Context: an optimization exercise on an open-source flow, tuned for small area and a short achievable clock period. The choices shown serve that exercise and are no tape-out recipe. RTL that was checked went through simulation tests only; none was proved equivalent to the original. The flow treats the clock pin as an ideal source. Dropping or thinning the clock tree relies on that and would not hold on a real chip. Power and IR drop assume default switching activity.

==> inputs of run a <==
Design frame_detector, start of the top module:
module frame_detector #(
  parameter int FIFO_DEPTH = 4
) (
  input  logic        clk_in,
  input  logic        rst_n,
  input  logic [15:0] data_in,
  output logic        data_out_ch1, data_out_ch2, data_out_ch3, data_out_ch4,
  output logic        data_out_ch5, data_out_ch6, data_out_ch7, data_out_ch8,
  output logic        data_vld_ch1, data_vld_ch2, data_vld_ch3, data_vld_ch4,
  output logic        data_vld_ch5, data_vld_ch6, data_vld_ch7, data_vld_ch8,
  output logic        fifo_empty,
  output logic        fifo_full,
  output logic        crc_valid_o,
  output logic        crc_err
);
  localparam logic [15:0] HEADER_WORD  = frame_detector_pkg::HEADER_WORD;
  localparam logic [15:0] TRAILER_WORD = frame_detector_pkg::TRAILER_WORD;
  localparam int          MAX_WORDS    = frame_detector_pkg::MAX_WORDS;
  localparam int          NSLOT        = FIFO_DEPTH + 1;
  localparam logic [2:0]  P_SKIP       = frame_detector_pkg::P_SKIP;
  localparam logic [2:0]  P_HUNT       = frame_detector_pkg::P_HUNT;
  localparam logic [2:0]  P_HDR2       = frame_detector_pkg::P_HDR2;
  localparam logic [2:0]  P_CHAN       = frame_detector_pkg::P_CHAN;
  localparam logic [2:0]  P_BODY       = frame_detector_pkg::P_BODY;
  localparam logic [2:0]  P_CHECK      = frame_detector_pkg::P_CHECK;
  function automatic logic onehot4(input logic [3:0] x);
  ...
export LEC_CHECK = 0
export CAP_MARGIN = 20
export CORE_MARGIN = 2
export CORE_UTILIZATION = 40
export PLACE_DENSITY = 0.6
export SLEW_MARGIN = 20
create_clock -name core_clock -period 14.0 [get_ports {clk_in}]
standard.sh (not shown) runs the stock make flow with config.mk's settings and CLKGATE_MAP_FILE= SYNTH_SCRIPT=/design/flow/synth_recipe.tcl, a recipe that flattens the netlist after the stock synthesis.
==> flow/flow/run.sh <==
#!/bin/bash
set -euo pipefail
bash standard.sh SETUP_SLACK_MARGIN=10.4 CTS_CLUSTER_SIZE=25 CTS_CLUSTER_DIAMETER=100 CORE_UTILIZATION=50 PLACE_DENSITY=0.7 POST_CTS_TCL=$PWD/flow/post_cts.tcl finish > standard_finish.log 2>&1
==> flow/flow/post_cts.tcl <==
set block [ord::get_db_block]
set clk_port [expr {[info exists ::env(FLOW_CLK_PORT)] ? $::env(FLOW_CLK_PORT) : "clk_in"}]
set clk_net [$block findNet $clk_port]
set iterms [$clk_net getITerms]
if {[llength $iterms] == 1} {
  set root [[lindex $iterms 0] getInst]
  set master [[$root getMaster] getName]
  set out_net [[$root findITerm X] getNet]
  set sinks {}
  foreach it [$out_net getITerms] {
    if {[$it getInst] ne $root} { lappend sinks $it }
  }
  set ok [expr {[string match "*clkbuf*" $master] && [llength $sinks] <= 4}]
  foreach it $sinks {
    if {![string match "*clkbuf*" [[[$it getInst] getMaster] getName]]} { set ok 0 }
  }
  if {$ok} {
    puts "post_cts: removing root buffer [$root getName] ($master), port now feeds [llength $sinks] buffers"
    foreach it $sinks {
      $it disconnect
      $it connect $clk_net
    }
    odb::dbInst_destroy $root
    odb::dbNet_destroy $out_net
  } else {
    puts "post_cts: root buffer kept"
  }
}
==> run b: changes against run a <==
--- a/flow/design.v
+++ b/flow/design.v
@@ -28,24 +28,28 @@
   output logic [2:0]       o_ch,
   output logic [2:0]       o_nw,
   input  logic [NSLOT-1:0] i_tap_sel,   
   output logic [15:0]      o_tap,
   output logic [2:0]       o_tap_idx    
 );
+  localparam logic [2:0] PH1 = 3'b001;
+  function automatic logic [2:0] ph_step(input logic [2:0] x);
+    ph_step = {x[1:0], x[2] ^ x[1]};
+  endfunction
   logic [15:0] r_w0   [NSLOT];
   logic [15:0] r_ring [NSLOT][7];
   logic [2:0]  r_ph   [NSLOT];
   logic [2:0]  r_ch   [NSLOT];
   logic [2:0]  r_nw   [NSLOT];
   always_ff @(posedge clk_in) begin
     for (int s = 0; s < NSLOT; s++) begin
       if (i_wr_sel[s] && i_we0) r_w0[s] <= i_wr_data;
       r_ring[s][0] <= (i_wr_sel[s] && i_wer) ? i_wr_data : r_ring[s][6];
       for (int p = 1; p < 7; p++) r_ring[s][p] <= r_ring[s][p-1];
-      if (i_wr_sel[s] && i_we0) r_ph[s] <= 3'd1;
-      else                      r_ph[s] <= (r_ph[s] == 3'd6) ? 3'd0 : r_ph[s] + 3'd1;
+      if (i_wr_sel[s] && i_we0) r_ph[s] <= PH1;
+      else                      r_ph[s] <= ph_step(r_ph[s]);
       if (i_wr_sel[s] && i_ch_we) r_ch[s] <= i_ch;
       if (i_wr_sel[s] && i_nw_we) r_nw[s] <= i_nw;
     end
   end
   always_comb begin
     o_word0   = '0;
@@ -209,13 +213,23 @@
   end
   assign w_pop    = !r_shift && !r_empty;
   assign w_wend   = (r_b[3:0] == 4'hF);
   assign w_more   = !(w_wend && (r_b[6:4] == r_nw));
   assign w_rd_dec = 8'(1) << w_rd_ch;
   assign w_bit    = w_pop ? w_word0[15] : w_wend ? r_pf[15] : r_sh[14];
-  assign w_want   = (r_b[6:4] == 3'd6) ? 3'd0 : r_b[6:4] + 3'd1;
+  always_comb begin
+    case (r_b[6:4])
+      3'd0:    w_want = 3'd1;
+      3'd1:    w_want = 3'd2;
+      3'd2:    w_want = 3'd5;
+      3'd3:    w_want = 3'd3;
+      3'd4:    w_want = 3'd7;
+      3'd5:    w_want = 3'd6;
+      default: w_want = 3'd4;
+    endcase
+  end
   always_ff @(posedge clk_in) begin
     r_b    <= w_pop ? 7'd0 : r_b + 7'd1;
     r_sh   <= w_pop ? w_word0[14:0] : w_wend ? r_pf[14:0] : {r_sh[13:0], 1'b0};
     r_prev <= w_bit;
     if (w_tap_idx == w_want) r_pf <= w_tap;
     if (w_pop) r_nw <= w_rd_nw;
==> flow/flow/run.sh (replaced) <==
#!/bin/bash
set -euo pipefail
bash standard.sh \
  SETUP_SLACK_MARGIN=10.4 \
  CTS_ARGS="-sink_clustering_enable -repair_clock_nets -sink_clustering_size 25 -sink_clustering_max_diameter 60" \
  CORE_UTILIZATION=50 PLACE_DENSITY=0.7 \
  POST_CTS_TCL="$PWD/flow/post_cts.tcl" \
  BUFFER_PORTS_ARGS="-buffer_cell sky130_fd_sc_hd__buf_2" \
  finish > standard_finish.log 2>&1
==> run c: changes against run a <==
--- a/flow/design.v
+++ b/flow/design.v
@@ -28,24 +28,28 @@
   output logic [2:0]       o_ch,
   output logic [2:0]       o_nw,
   input  logic [NSLOT-1:0] i_tap_sel,   
   output logic [15:0]      o_tap,
   output logic [2:0]       o_tap_idx    
 );
+  localparam logic [2:0] PH1 = 3'b001;
+  function automatic logic [2:0] ph_step(input logic [2:0] x);
+    ph_step = {x[1:0], x[2] ^ x[1]};
+  endfunction
   logic [15:0] r_w0   [NSLOT];
   logic [15:0] r_ring [NSLOT][7];
   logic [2:0]  r_ph   [NSLOT];
   logic [2:0]  r_ch   [NSLOT];
   logic [2:0]  r_nw   [NSLOT];
   always_ff @(posedge clk_in) begin
     for (int s = 0; s < NSLOT; s++) begin
       if (i_wr_sel[s] && i_we0) r_w0[s] <= i_wr_data;
       r_ring[s][0] <= (i_wr_sel[s] && i_wer) ? i_wr_data : r_ring[s][6];
       for (int p = 1; p < 7; p++) r_ring[s][p] <= r_ring[s][p-1];
-      if (i_wr_sel[s] && i_we0) r_ph[s] <= 3'd1;
-      else                      r_ph[s] <= (r_ph[s] == 3'd6) ? 3'd0 : r_ph[s] + 3'd1;
+      if (i_wr_sel[s] && i_we0) r_ph[s] <= PH1;
+      else                      r_ph[s] <= ph_step(r_ph[s]);
       if (i_wr_sel[s] && i_ch_we) r_ch[s] <= i_ch;
       if (i_wr_sel[s] && i_nw_we) r_nw[s] <= i_nw;
     end
   end
   always_comb begin
     o_word0   = '0;
@@ -209,13 +213,23 @@
   end
   assign w_pop    = !r_shift && !r_empty;
   assign w_wend   = (r_b[3:0] == 4'hF);
   assign w_more   = !(w_wend && (r_b[6:4] == r_nw));
   assign w_rd_dec = 8'(1) << w_rd_ch;
   assign w_bit    = w_pop ? w_word0[15] : w_wend ? r_pf[15] : r_sh[14];
-  assign w_want   = (r_b[6:4] == 3'd6) ? 3'd0 : r_b[6:4] + 3'd1;
+  always_comb begin
+    case (r_b[6:4])
+      3'd0:    w_want = 3'd1;
+      3'd1:    w_want = 3'd2;
+      3'd2:    w_want = 3'd5;
+      3'd3:    w_want = 3'd3;
+      3'd4:    w_want = 3'd7;
+      3'd5:    w_want = 3'd6;
+      default: w_want = 3'd4;
+    endcase
+  end
   always_ff @(posedge clk_in) begin
     r_b    <= w_pop ? 7'd0 : r_b + 7'd1;
     r_sh   <= w_pop ? w_word0[14:0] : w_wend ? r_pf[14:0] : {r_sh[13:0], 1'b0};
     r_prev <= w_bit;
     if (w_tap_idx == w_want) r_pf <= w_tap;
     if (w_pop) r_nw <= w_rd_nw;
==> flow/flow/run.sh (replaced) <==
#!/bin/bash
# The standard layout (standard synthesis unchanged), with:
#  - timing repair asked for more setup slack than the clock needs, so the
#    resizer works on the paths that set the achieved period (same SDC);
#  - larger clock-sink clusters on a denser floorplan;
#  - ports buffered with buf_2 (the resizer still upsizes where timing needs).
# The make output goes to standard_finish.log; ORFS keeps each step's log
# under orfs/logs.
set -euo pipefail
bash standard.sh \
  SETUP_SLACK_MARGIN=10.4 \
  CTS_CLUSTER_SIZE=25 CTS_CLUSTER_DIAMETER=100 \
  CORE_UTILIZATION=58 PLACE_DENSITY=0.75 \
  POST_CTS_TCL="$PWD/flow/post_cts.tcl" \
  BUFFER_PORTS_ARGS="-buffer_cell sky130_fd_sc_hd__buf_2" \
  finish > standard_finish.log 2>&1
==> flow/flow/post_cts.tcl (replaced) <==
# After CTS:
# 2. If then every clock path is port -> first-level buffer -> leaf buffer ->
#    register, turn both levels of clkbuf_16 into clkinv_16: two inversions
#    keep the clock's polarity with less delay. Then legalize placement.
set block [ord::get_db_block]
set clk_port [expr {[info exists ::env(FLOW_CLK_PORT)] ? $::env(FLOW_CLK_PORT) : "clk_in"}]
set clk_net [$block findNet $clk_port]

proc is_clkbuf {inst} { string match "sky130_fd_sc_hd__clkbuf_*" [[$inst getMaster] getName] }
proc out_net {inst} {
  foreach it [$inst getITerms] {
    if {[$it isOutputSignal]} {
      set n [$it getNet]
      if {$n eq "NULL"} { return "" }
      return $n
    }
  }
  return ""
}
proc loads {net drv} {
  set r {}
  foreach it [$net getITerms] {
    if {[$it getInst] ne $drv && [$it isInputSignal]} { lappend r $it }
  }
  return $r
}

set iterms [$clk_net getITerms]
if {[llength $iterms] == 1} {
  set root [[lindex $iterms 0] getInst]
  set onet [out_net $root]
  set sinks [loads $onet $root]
  set ok [expr {[is_clkbuf $root] && [llength $sinks] <= 4}]
  foreach it $sinks { if {![is_clkbuf [$it getInst]]} { set ok 0 } }
  if {$ok} {
    puts "post_cts: removing root buffer [$root getName], port now feeds [llength $sinks] buffers"
    foreach it $sinks { $it disconnect; $it connect $clk_net }
    odb::dbInst_destroy $root
    odb::dbNet_destroy $onet
  } else {
    puts "post_cts: root buffer kept"
  }
}

# classify the clock tree
set l1 {}
set leaves {}
set ok 1
foreach it [$clk_net getITerms] {
  set inst [$it getInst]
  if {![is_clkbuf $inst]} { set ok 0; break }
  lappend l1 $inst
}
if {$ok && [llength $l1] > 4} { set ok 0 }
if {$ok} {
  foreach b $l1 {
    set n [out_net $b]
    foreach it [loads $n $b] {
      set inst [$it getInst]
      set m [[$inst getMaster] getName]
      if {[out_net $inst] eq ""} { continue } ;# dummy load
      if {$m ne "sky130_fd_sc_hd__clkbuf_16"} { set ok 0; break }
      lappend leaves $inst
    }
  }
}
if {$ok} {
  foreach b $leaves {
    set n [out_net $b]
    foreach it [loads $n $b] {
      set inst [$it getInst]
      set m [[$inst getMaster] getName]
      if {[out_net $inst] eq ""} { continue }
      if {![string match "sky130_fd_sc_hd__df*" $m] && ![string match "sky130_fd_sc_hd__edf*" $m]} { set ok 0; break }
    }
  }
}
foreach b $l1 { if {[[$b getMaster] getName] ne "sky130_fd_sc_hd__clkbuf_16"} { set ok 0 } }
if {$ok} {
  set inv [[ord::get_db] findMaster sky130_fd_sc_hd__clkinv_16]
  set k 0
  foreach b [concat $l1 $leaves] {
    set in_net [[$b findITerm A] getNet]
    set o_net [[$b findITerm X] getNet]
    set loc [$b getLocation]
    set orient [$b getOrient]
    set name [$b getName]
    odb::dbInst_destroy $b
    set ni [odb::dbInst_create $block $inv "${name}_inv"]
    $ni setLocation [lindex $loc 0] [lindex $loc 1]
    $ni setOrient $orient
    $ni setPlacementStatus PLACED
    [$ni findITerm A] connect $in_net
    [$ni findITerm Y] connect $o_net
    incr k
  }
  puts "post_cts: [llength $l1] first-level and [llength $leaves] leaf clock buffers made inverters"
  detailed_placement
  check_placement -verbose
} else {
  puts "post_cts: clock tree left as buffers"
}
==> qor summary <==
Outcome: run b complete, no violations; run a complete, no violations; run c complete, no violations
Non-clock buffer share: run b 2.04%; run a 2.32%; run c -
Comb power: run b 0.592 mW; run a 0.481 mW; run c 0.597 mW
Final-layout clock buffer total: run b 50; run a 53; run c -
Number of nets in the finished design: run b 1488; run a 1514; run c 1478
Least-Margin Pin Slew: run b 0.876 ns; run a 1.12 ns; run c 0.884 ns
Post-detailed-route wirelength per cell: run b 17.8 microns; run a 18.2 microns; run c 19.2 microns
Maximum achievable frequency: run b 0.272 GHz; run a 0.273 GHz; run c 0.280 GHz
Synthesized-area fraction occupied by xor and xnor cells: run b 3.38%; run a 3.44%; run c 3.38%
Slack of the worst reg-to-reg path: run b 10.74 ns; run a 10.93 ns; run c 10.83 ns
Routability cong.: run b 0.783; run a 0.800; run c 0.793
Post-Place Cells: run b 1992; run a 2012; run c 1872
Seq power: run b 2.50 mW; run a 2.41 mW; run c 2.50 mW
Chip Height: run b 212 microns; run a 214 microns; run c 198 microns
Post-layout instance count excluding filler cells: run b 2065; run a 2073; run c 1929
Post-detail-place hpwl: run b 22100 microns; run a 21900 microns; run c 21900 microns
Fraction of power spent switching nets: run b 24.2%; run a 22.3%; run c 29.6%
Total vias in the final route: run b 10294; run a 10478; run c 10390
Min setup slack post-route: run b 10.33 ns; run a 10.33 ns; run c 10.43 ns
Sequential cell area share: run b 71.8%; run a 71.8%; run c 72.9%
Leakage: run b 9.28 nW; run a 9.22 nW; run c 9.05 nW
Met3 track demand over resource: run b 2.16%; run a 2.83%; run c 3.28%
No functional check of the RTL was part of run a.

[afterwards: timing with drivers on the ports]
No port has a modelled driver above. Below, the same layouts with a new extraction and two added sets of constraints. Step 1 (the two cells are an assumption about what drives the block):
set clk [get_ports {clk_in}]
set_driving_cell -lib_cell sky130_fd_sc_hd__clkbuf_16 $clk
set_driving_cell -lib_cell sky130_fd_sc_hd__buf_2 [delete_from_list [all_inputs] $clk]
Step 2 adds t to the input delays and takes it off the output delays; t is the mean of the earliest and latest rising clock arrival at the registers after step 1. Input paths then give back, and output paths get back, about the clock's delay inside the block. Slacks: no drivers / after step 1 / after step 2; pairs: no drivers / after step 1.
run	shift t [ns]	setup slack, ns	worst setup path after step 2	worst slew at a driven data input, ns	pins driven straight from the clock port
run a	0.498	10.332 / 10.217 / 10.093	input to register	0.03	4
run b	0.506	10.325 / 10.211 / 10.173	input to register	0.03	4
run c	0.540	10.431 / 10.197 / 10.164	input to register	0.03	4
After both steps setup and hold are still met in every run listed. The setup slack of run c, which loses most, moves by -0.234 ns with the drivers and by -0.267 ns with both steps.
